Context: an optimization exercise on an open-source flow, tuned for small area, a short achievable clock period and few clock cycles per item. The choices shown serve that exercise and are no tape-out recipe. Only simulation tests tie the RTL to the original design; equivalence was not proved.

==> flow/design.v <==
`default_nettype none
package acs_pkg;
  localparam int CHANNELS    = 4;
  localparam int MAX_RUN     = 1024;
  localparam int SAMPLE_BITS = 12;
  localparam int CH_W    = 2;
  localparam int LEN_W   = $clog2(MAX_RUN) + 1;
  localparam int SUM_W   = SAMPLE_BITS + $clog2(MAX_RUN);
  localparam int STEP_W  = $clog2(SUM_W);
  localparam int DB_W    = 12;
  localparam int GAIN_W  = 16;
  localparam int Q_FRAC  = 8;
  localparam int PROD_W  = SAMPLE_BITS + GAIN_W;
  localparam int MA_W    = 20;
  localparam int CFG_W   = 16;
  localparam int CFG_IDX_W = 2;
  localparam logic [MA_W-1:0] CURRENT_MAX = {MA_W{1'b1}};
  localparam int QUEUE_DEPTH = 2;
  localparam int QPTR_W      = $clog2(QUEUE_DEPTH);
  localparam int QCNT_W      = $clog2(QUEUE_DEPTH + 1);
  localparam logic [CFG_IDX_W-1:0] REG_MEASURE_COUNT   = 2'd0;
  localparam logic [CFG_IDX_W-1:0] REG_CALIBRATE_COUNT = 2'd1;
  localparam logic [CFG_IDX_W-1:0] REG_DEADBAND        = 2'd2;
  localparam logic [CFG_IDX_W-1:0] REG_GAIN            = 2'd3;
  localparam logic KIND_MEASURE   = 1'b0;
  localparam logic KIND_CALIBRATE = 1'b1;
  typedef struct packed {
    logic [LEN_W-1:0]  measure_count;
    logic [LEN_W-1:0]  calibrate_count;
    logic [DB_W-1:0]   deadband_counts;
    logic [GAIN_W-1:0] gain_q8;
  } cfg_t;
  typedef struct packed {
    logic [CH_W-1:0]  channel;
    logic             kind;
    logic [SUM_W-1:0] sum;
    logic [LEN_W-1:0] length;
  } job_t;
  typedef enum logic [1:0] {
    BK_IDLE,
    BK_DIVIDE,
    BK_SCALE,
    BK_FINISH
  } back_state_t;
  function automatic logic [LEN_W-1:0] clamp_count(input logic [LEN_W-1:0] c);
    logic [LEN_W-1:0] r;
    r = c;
    if (c == '0) r = LEN_W'(1);
    else if (c > LEN_W'(MAX_RUN)) r = LEN_W'(MAX_RUN);
    clamp_count = r;
  endfunction
endpackage
`default_nettype wire
`default_nettype none
module acs_queue (
  input  wire logic      clk,
  input  wire logic      rst,
  input  wire logic      push,
  input  acs_pkg::job_t  push_job,
  output logic           full,
  input  wire logic      pop,
  output logic           pending,
  output acs_pkg::job_t  head
);
  localparam int JOB_W = acs_pkg::CH_W + 1 + acs_pkg::SUM_W + acs_pkg::LEN_W;
  logic [JOB_W-1:0]           slots [acs_pkg::QUEUE_DEPTH];
  logic [acs_pkg::QPTR_W-1:0] wr_ptr;
  logic [acs_pkg::QPTR_W-1:0] rd_ptr;
  logic [acs_pkg::QCNT_W-1:0] count;
  logic                       do_push;
  logic                       do_pop;
  function automatic logic [acs_pkg::QPTR_W-1:0] advance(
    input logic [acs_pkg::QPTR_W-1:0] p);
    logic [acs_pkg::QPTR_W-1:0] r;
    r = (32'(p) == acs_pkg::QUEUE_DEPTH - 1) ? '0 : p + acs_pkg::QPTR_W'(1);
    advance = r;
  endfunction
  assign full    = 32'(count) == acs_pkg::QUEUE_DEPTH;
  assign pending = count != '0;
  assign head    = slots[rd_ptr];
  assign do_push = push && !full;
  assign do_pop  = pop && pending;
  always_ff @(posedge clk) begin
    if (do_push) slots[wr_ptr] <= push_job;
  end
  always_ff @(posedge clk) begin
    if (rst) begin
      wr_ptr <= '0;
      rd_ptr <= '0;
      count  <= '0;
    end else begin
      if (do_push) wr_ptr <= advance(wr_ptr);
      if (do_pop)  rd_ptr <= advance(rd_ptr);
      case ({do_push, do_pop})
        2'b10:   count <= count + acs_pkg::QCNT_W'(1);
        2'b01:   count <= count - acs_pkg::QCNT_W'(1);
        default: count <= count;
      endcase
    end
  end
endmodule
`default_nettype wire
`default_nettype none
module acs_front (
  input  wire logic          clk,
  input  wire logic          rst,
  input  acs_pkg::cfg_t      cfg,
  input  wire logic          s_valid,
  output logic               s_ready,
  input  wire logic [acs_pkg::CH_W-1:0]        s_channel,
  input  wire logic          s_kind,
  input  wire logic [acs_pkg::SAMPLE_BITS-1:0] s_sample,
  input  wire logic          q_full,
  output logic               push,
  output acs_pkg::job_t      push_job
);
  logic [acs_pkg::SUM_W-1:0] run_sum    [acs_pkg::CHANNELS];
  logic [acs_pkg::LEN_W-1:0] run_length [acs_pkg::CHANNELS];
  logic                      run_kind   [acs_pkg::CHANNELS];
  logic                      accept;
  logic                      in_range;
  logic                      restart;
  logic [acs_pkg::SUM_W-1:0] sum_next;
  logic [acs_pkg::LEN_W-1:0] length_next;
  logic [acs_pkg::LEN_W-1:0] target;
  logic                      done;
  assign s_ready = !q_full;
  assign accept   = s_valid && s_ready;
  assign in_range = 32'(s_channel) < acs_pkg::CHANNELS;
  always_comb begin
    restart = (run_length[s_channel] != '0) &&
              (run_kind[s_channel] != s_kind);
    sum_next    = (restart ? '0 : run_sum[s_channel]) +
                  acs_pkg::SUM_W'(s_sample);
    length_next = (restart ? '0 : run_length[s_channel]) + acs_pkg::LEN_W'(1);
    target = acs_pkg::clamp_count(s_kind ? cfg.calibrate_count
                                               : cfg.measure_count);
    done = length_next >= target;
  end
  assign push = accept && in_range && done;
  assign push_job = {s_channel, s_kind, sum_next, length_next};
  always_ff @(posedge clk) begin
    if (rst) begin
      for (int i = 0; i < acs_pkg::CHANNELS; i++) begin
        run_sum[i]    <= '0;
        run_length[i] <= '0;
        run_kind[i]   <= 1'b0;
      end
    end else if (accept && in_range) begin
      run_kind[s_channel] <= s_kind;
      if (done) begin
        run_sum[s_channel]    <= '0;
        run_length[s_channel] <= '0;
      end else begin
        run_sum[s_channel]    <= sum_next;
        run_length[s_channel] <= length_next;
      end
    end
  end
endmodule
`default_nettype wire
`default_nettype none
module acs_back (
  input  wire logic      clk,
  input  wire logic      rst,
  input  acs_pkg::cfg_t  cfg,
  input  wire logic      pending,
  input  acs_pkg::job_t  head,
  output logic           pop,
  output logic           r_valid,
  input  wire logic      r_ready,
  output logic [acs_pkg::CH_W-1:0]        r_channel,
  output logic           r_kind,
  output logic [acs_pkg::SAMPLE_BITS-1:0] r_average,
  output logic [acs_pkg::MA_W-1:0]        r_current_ma
);
  acs_pkg::back_state_t state;
  acs_pkg::back_state_t state_next;
  logic [acs_pkg::SAMPLE_BITS-1:0] zero_offset [acs_pkg::CHANNELS];
  logic [acs_pkg::CH_W-1:0]   job_channel;
  logic                       job_kind;
  logic [acs_pkg::SUM_W-1:0]  quo;
  logic [acs_pkg::LEN_W-1:0]  rem;
  logic [acs_pkg::LEN_W-1:0]  divisor;
  logic [acs_pkg::STEP_W-1:0] step;
  logic [acs_pkg::LEN_W:0]    trial;
  logic                       fits;
  logic                       last_step;
  logic [acs_pkg::SAMPLE_BITS-1:0] avg;
  logic [acs_pkg::SAMPLE_BITS-1:0] corrected;
  logic [acs_pkg::PROD_W-1:0]      product;
  logic                            pass;
  logic [acs_pkg::PROD_W-acs_pkg::Q_FRAC-1:0] scaled;
  logic [acs_pkg::MA_W-1:0]        ma;
  logic load_out;
  logic out_valid;
  assign trial     = {rem, quo[acs_pkg::SUM_W-1]};
  assign fits      = trial >= {1'b0, divisor};
  assign last_step = 32'(step) == acs_pkg::SUM_W - 1;
  assign avg       = quo[acs_pkg::SAMPLE_BITS-1:0];
  assign corrected = (avg > zero_offset[job_channel]) ? avg - zero_offset[job_channel] : '0;
  assign scaled    = product[acs_pkg::PROD_W-1:acs_pkg::Q_FRAC];
  assign ma = (!pass) ? '0 :
              (scaled > (acs_pkg::PROD_W-acs_pkg::Q_FRAC)'(acs_pkg::CURRENT_MAX)) ?
              acs_pkg::CURRENT_MAX : acs_pkg::MA_W'(scaled);
  always_comb begin
    state_next = state;
    case (state)
      acs_pkg::BK_IDLE:   if (pending) state_next = acs_pkg::BK_DIVIDE;
      acs_pkg::BK_DIVIDE: if (last_step) state_next = acs_pkg::BK_SCALE;
      acs_pkg::BK_SCALE:  state_next = acs_pkg::BK_FINISH;
      acs_pkg::BK_FINISH: if (!out_valid || r_ready) state_next = acs_pkg::BK_IDLE;
      default:            state_next = acs_pkg::BK_IDLE;
    endcase
  end
  always_comb begin
    pop      = 1'b0;
    load_out = 1'b0;
    case (state)
      acs_pkg::BK_IDLE:   pop = pending;
      acs_pkg::BK_FINISH: load_out = !out_valid || r_ready;
      default: begin
        pop      = 1'b0;
        load_out = 1'b0;
      end
    endcase
  end
  always_ff @(posedge clk) begin
    if (rst) state <= acs_pkg::BK_IDLE;
    else     state <= state_next;
  end
  always_ff @(posedge clk) begin
    case (state)
      acs_pkg::BK_IDLE: begin
        job_channel <= head.channel;
        job_kind    <= head.kind;
        quo         <= head.sum;
        divisor     <= head.length;
        rem         <= '0;
        step        <= '0;
      end
      acs_pkg::BK_DIVIDE: begin
        rem  <= fits ? acs_pkg::LEN_W'(trial - {1'b0, divisor})
                     : trial[acs_pkg::LEN_W-1:0];
        quo  <= {quo[acs_pkg::SUM_W-2:0], fits};
        step <= step + acs_pkg::STEP_W'(1);
      end
      acs_pkg::BK_SCALE: begin
        product <= acs_pkg::PROD_W'(corrected) * acs_pkg::PROD_W'(cfg.gain_q8);
        pass    <= (job_kind == acs_pkg::KIND_MEASURE) &&
                   (corrected >= cfg.deadband_counts);
      end
      default: begin
      end
    endcase
  end
  always_ff @(posedge clk) begin
    if (rst) begin
      for (int i = 0; i < acs_pkg::CHANNELS; i++) zero_offset[i] <= '0;
    end else if (state == acs_pkg::BK_SCALE && job_kind == acs_pkg::KIND_CALIBRATE) begin
      zero_offset[job_channel] <= avg;
    end
  end
  always_ff @(posedge clk) begin
    if (rst) begin
      out_valid <= 1'b0;
    end else if (load_out) begin
      out_valid <= 1'b1;
    end else if (r_ready) begin
      out_valid <= 1'b0;
    end
  end
  always_ff @(posedge clk) begin
    if (load_out) begin
      r_channel <= job_channel;
      r_kind    <= job_kind;
      r_average        <= avg;
      r_current_ma     <= ma;
    end
  end
  assign r_valid = out_valid;
endmodule
`default_nettype wire
`default_nettype none
module averaged_current_sense (
  input  wire logic                            clk,
  input  wire logic                            rst,
  input  wire logic                            s_valid,
  output logic                                 s_ready,
  input  wire logic [acs_pkg::CH_W-1:0]        s_channel,
  input  wire logic                            s_kind,
  input  wire logic [acs_pkg::SAMPLE_BITS-1:0] s_sample,
  output logic                                 r_valid,
  input  wire logic                            r_ready,
  output logic [acs_pkg::CH_W-1:0]             r_channel,
  output logic                                 r_kind,
  output logic [acs_pkg::SAMPLE_BITS-1:0]      r_average,
  output logic [acs_pkg::MA_W-1:0]             r_current_ma,
  input  wire logic                            cfg_we,
  input  wire logic [acs_pkg::CFG_IDX_W-1:0]   cfg_index,
  input  wire logic [acs_pkg::CFG_W-1:0]       cfg_data
);
  acs_pkg::cfg_t cfg;
  acs_pkg::job_t push_job;
  acs_pkg::job_t head;
  logic          push;
  logic          q_full;
  logic          pop;
  logic          pending;
  always_ff @(posedge clk) begin
    if (rst) begin
      cfg.measure_count   <= acs_pkg::LEN_W'(64);
      cfg.calibrate_count <= acs_pkg::LEN_W'(200);
      cfg.deadband_counts <= acs_pkg::DB_W'(149);
      cfg.gain_q8         <= acs_pkg::GAIN_W'(5158);
    end else if (cfg_we) begin
      case (cfg_index)
        acs_pkg::REG_MEASURE_COUNT:   cfg.measure_count   <= cfg_data[acs_pkg::LEN_W-1:0];
        acs_pkg::REG_CALIBRATE_COUNT: cfg.calibrate_count <= cfg_data[acs_pkg::LEN_W-1:0];
        acs_pkg::REG_DEADBAND:        cfg.deadband_counts <= cfg_data[acs_pkg::DB_W-1:0];
        acs_pkg::REG_GAIN:            cfg.gain_q8         <= cfg_data[acs_pkg::GAIN_W-1:0];
        default:                      cfg <= cfg;
      endcase
    end
  end
  acs_front u_front (
    .clk      (clk),
    .rst      (rst),
    .cfg      (cfg),
    .s_valid  (s_valid),
    .s_ready  (s_ready),
    .s_channel(s_channel),
    .s_kind   (s_kind),
    .s_sample (s_sample),
    .q_full   (q_full),
    .push     (push),
    .push_job (push_job)
  );
  acs_queue u_queue (
    .clk      (clk),
    .rst      (rst),
    .push     (push),
    .push_job (push_job),
    .full     (q_full),
    .pop      (pop),
    .pending  (pending),
    .head     (head)
  );
  acs_back u_back (
    .clk     (clk),
    .rst     (rst),
    .cfg     (cfg),
    .pending (pending),
    .head    (head),
    .pop     (pop),
    .r_valid      (r_valid),
    .r_ready      (r_ready),
    .r_channel    (r_channel),
    .r_kind       (r_kind),
    .r_average    (r_average),
    .r_current_ma (r_current_ma)
  );
endmodule
`default_nettype wire
==> flow/run.sh <==
#!/bin/bash
# synth_recipe.tcl (not shown) runs the flow's synth.tcl, then flattens the netlist and writes it again
# the make line also repeats each setting of config.mk as NAME=value (left out here)
make -C /OpenROAD-flow-scripts/flow DESIGN_CONFIG=/design/flow/config.mk WORK_HOME=/design/flow/orfs CLKGATE_MAP_FILE= SYNTH_SCRIPT=/design/flow/synth_recipe.tcl finish
==> flow/config.mk <==
export PLATFORM = sky130hd
export DESIGN_NAME = averaged_current_sense
export DESIGN_NICKNAME = averaged_current_sense
export VERILOG_FILES = /design/flow/design.v
export SDC_FILE = /design/flow/constraint.sdc
export NUM_CORES = 4
export LEC_CHECK = 0
export CAP_MARGIN = 20
export CORE_MARGIN = 2
export CORE_UTILIZATION = 40
export SLEW_MARGIN = 20
==> flow/constraint.sdc <==
create_clock -name core_clock -period 8.5 [get_ports {clk}]
set_input_delay 1.7000 -clock core_clock [delete_from_list [all_inputs] [get_ports {clk}]]
set_output_delay 1.7000 -clock core_clock [all_outputs]
set_load 0.01 [all_outputs]
==> impl_results.md <==
- Run status: no timing/DRC/antenna violations
- Highest clock rate: between 100 and 150 MHz
- Worst hold margin: 0.458 ns
- GRT Util Overall: 17.7%
- Most common cell in the netlist: edfxtp_1
- Tmin final: 8.09 ns
- CP Launch Type: register
- First DRT Iteration DRCs: about 1200
- Routed Antenna Nets: 0
- Gr busiest metal: met2
- Ys async rst share: 0%
- Post-synthesis sequential area ratio: 46.9%
- Area leader, netlist: edfxtp_1
- Num CTS Buffers: 46
- WP data required: 8.93 ns
- Synth Net Count: 2594
- Post-Synth XOR/XNOR Area: about 2.2%
- Final Max Tran Viols: 0
- Largest family of logic cells by synthesized area: adder cells
- Setup crit end kind: register
- 1st-pass router iterations: 5
- Seq. cell area: 12100 um^2
- Die Span X: ~260 um
- Final Wtd Congestion: 0.866
- Multiplexer share of the synthesized area: 6.72%
- Largest cells by area after synthesis: edfxtp_1, fa_1, ha_1
- Vias in the first global route: approximately 18000
- Post-synthesis compound-gate area fraction: under 10%
- First-pass GRT wire length: 94300 um
- Worst min-delay path class: register to register
- Yosys cell types: 72
- Rows: 93
- GR Layer Usage met3: 2.61%
- Synth Area in Adders: 17.2%
- WL/cell: 18.0 um
- Worst-Margin Slew: ~0.99 ns
- Top cell type's share of synthesized area: between 40% and 50%
- Worst Path Arrival: 8.52 ns
- Final setup TNS: 0 ns
- Core box area: 64200 um^2
- Clk_skew: 0.0387 ns
- Share of layout cells above drive strength 1: 9.58%
- Synth Instances: about 2300
- Area growth syn-to-layout: 12.3%
- Hold Vio Cnt, Final: 0
- Crit path max fanout: 17
- Initial Util: 40.3%
- Max_cap viols: 0
- Post-synthesis register bit count: 424
- Slew headroom: 32.0%
- DP HPWL: 41200 um
- Clock Sinks: 424
- Setup bufs post-CTS: 0
- Simple-gate portion of the synthesized area: 15.8%
- Initial antenna violation count: 1
- DRC: 0
- Total gr overflow: 0
- Chip height: 258 um
- Crit share post-route: 95.1%
- Clock buffer depth: 3
- Final WL: 58100 um
- WS Path Type: register to register
- Via Count: roughly 17000
- Syn avg cell area: 11.3 um^2
- CTS tree: yes
- Met1 Usage GRT: 23.3%
- CTS clk-pin slew, worst paths: 0.06 ns
- Multi-input gate area in the final layout: ~12000 um^2
- Top Ports: 75
- Count of input and output buffers: 74
- Clk root buf: clkbuf_16
- Synth Flop Type: edfxtp_1
- RSZ-0062 raised after global routing: false
- Nets: 2651
- Cell area after synthesis: roughly 26000 um^2
- Die ar.: 66700 um^2
- Fill cells: about 5900
- Cts hold-fix bufs: 0
- Worst-Skew Late Latency: 0.60 ns
- Met2 usage: 30.2%
- Vias per inst: 5.19
- Commonest cells post-synth: edfxtp_1, nand2_1, inv_1, nor2_1, fa_1
- Largest net degree at the start of global routing: 71
- H-tree levels: 2
- Syn. warnings: 4
- Final setup viols: 0
- Number of synthesized flops with an enable pin: 364
-- cell type report --
class                   instances  area share [%]
diodes                          1         0.00862
clock buffers                  58            4.12
clock inverters                26           0.784
inverters                     256            3.31
multi-input cells            1500            42.7
flip-flops and latches        424            41.8
well taps                     855            3.68
repair buffers                115            3.64
-- flip-flops by register name, summed over array words and instances (netlist names), named ones only --
name                 count
u_back.out_valid         1
cfg                     50
u_back.r_average        12
u_back.rem              11
u_queue.count            2
u_back.quo              22
u_back.zero_offset      48
u_front.run_length      44
u_back.step              5
u_back.r_kind            1
u_back.job_kind          1
u_queue.rd_ptr           1
u_queue.slots           72
u_back.pass              1
u_back.r_channel         2
u_queue.wr_ptr           1
u_back.divisor          11
u_front.run_kind         4
u_back.job_channel       2
u_back.state             2
u_back.product          20
u_front.run_sum         88
u_back.r_current_ma     20
-- worst paths after layout --
path | from | endpoint | slack, ns | cells after the start
worst max-delay path | register | u_back.product[25]$_DFFE_PP_ | 0.41 | 26
worst min-delay path | cfg[24]$_SDFFE_PP0P_ | cfg[24]$_SDFFE_PP0P_ | 0.46 | 2
worst max register to register | register | u_back.product[25]$_DFFE_PP_ | 0.41 | 26
worst min register to register | cfg[24]$_SDFFE_PP0P_ | cfg[24]$_SDFFE_PP0P_ | 0.46 | 2
-- metal layers --
metal	vias to the layer above	wire length, um
met5	-	0
met2	424	28400
met4	0	1430
met1	8327	25300
li1	7935	-
met3	103	2980
-- worst max-delay path, cell delays in order (launching register included) --
cell	delay, ns
dfxtp_2	0.37
mux4_2	0.51
ha_1	0.25
fa_1	0.44
nand2b_1	0.23
a2111oi_4	0.37
a211oi_2	0.14
or2_4	0.35
nor3_2	0.24
buf_6	0.21
nand2_1	0.11
fa_1	0.59
inv_1	0.06
fa_1	0.51
fa_1	0.44
fa_1	0.55
inv_1	0.06
fa_1	0.53
inv_1	0.04
ha_1	0.36
and3_1	0.25
a221o_1	0.31
a41o_1	0.27
nor3_2	0.13
o21ai_2	0.12
a2111o_1	0.38
nand4_1	0.09
-- repair_timing --
action / in CTS / in global routing
gates resized for setup: 2 / 11
setup endpoints to repair: 2 / 12
pin swaps: 0 / 0
-- layout by cell type, fill, tap and decap left out, drive strengths merged, types with 4 or more instances in the layout --
cell type	n
a2111oi	4
a211oi	11
a21o	23
a21oi	73
a31o	4
a31oi	12
and2	129
and3	12
and4	14
buf	44
clkbuf	58
clkdlybuf4s50	71
clkinv	21
dfxtp	60
edfxtp	364
fa	142
ha	128
inv	259
mux2	26
mux2i	43
mux4	45
nand2	275
nand2b	16
nand3	21
nand3b	13
nand4	18
nor2	180
nor2b	40
nor3	54
nor4	16
o2111ai	5
o211a	4
o21a	11
o21ai	55
o21bai	6
or2	13
or3	10
xnor2	41
xor2	24
-- metrics by stage --
stage / util [%] / std cells / setup slack (ns) / instance area, um^2
finish: 45.2 / 3235 / 0.414 / 29000
global route: 45.2 / 3234 / 0.0176 / 29000
CTS: 45.1 / 3233 / 0.0754 / 29000
detailed placement: 42.9 / 3149 / 0.0366 / 27500
global placement: 42.8 / 3149 / 0.196 / 27500
floorplan: - / 2286 / 0.0116 / 25900
-- cells by family after synthesis --
| kind of cell | after synthesis |
|---|---|
| simple gates | 821 |
| xor+xnor | 65 |
| fa+ha+maj | 270 |
| mux | 114 |
| compound gates | 230 |
| flops | 424 |
| buf+inv | 362 |
Testbench counts, summed over its fixed seeds: cycles 121,148, items 4,813.

separate check: timing with driven ports:
The flow's constraints put no driver on any port. The routed layout listed below was extracted and timed again, unchanged, in two steps. Step 1, drivers: a clkbuf_16 drives clk and a buf_2 each remaining input, both assumed. Step 2, shift: input delay + t, output delay - t, t = (earliest + latest rising clock arrival at the registers) / 2. This alone moves slack from input paths to output paths. Three values: ideal ports, drivers, drivers and shift; two values: the first two.
t (ns): 0.645
setup slack, ns: 0.414 / 0.414 / 0.414
cell pins on the clock port's net: 1
After both steps setup and hold are still met in this run. For this run, drivers alone change the setup slack by 0.000 ns; drivers and shift together by 0.000 ns.
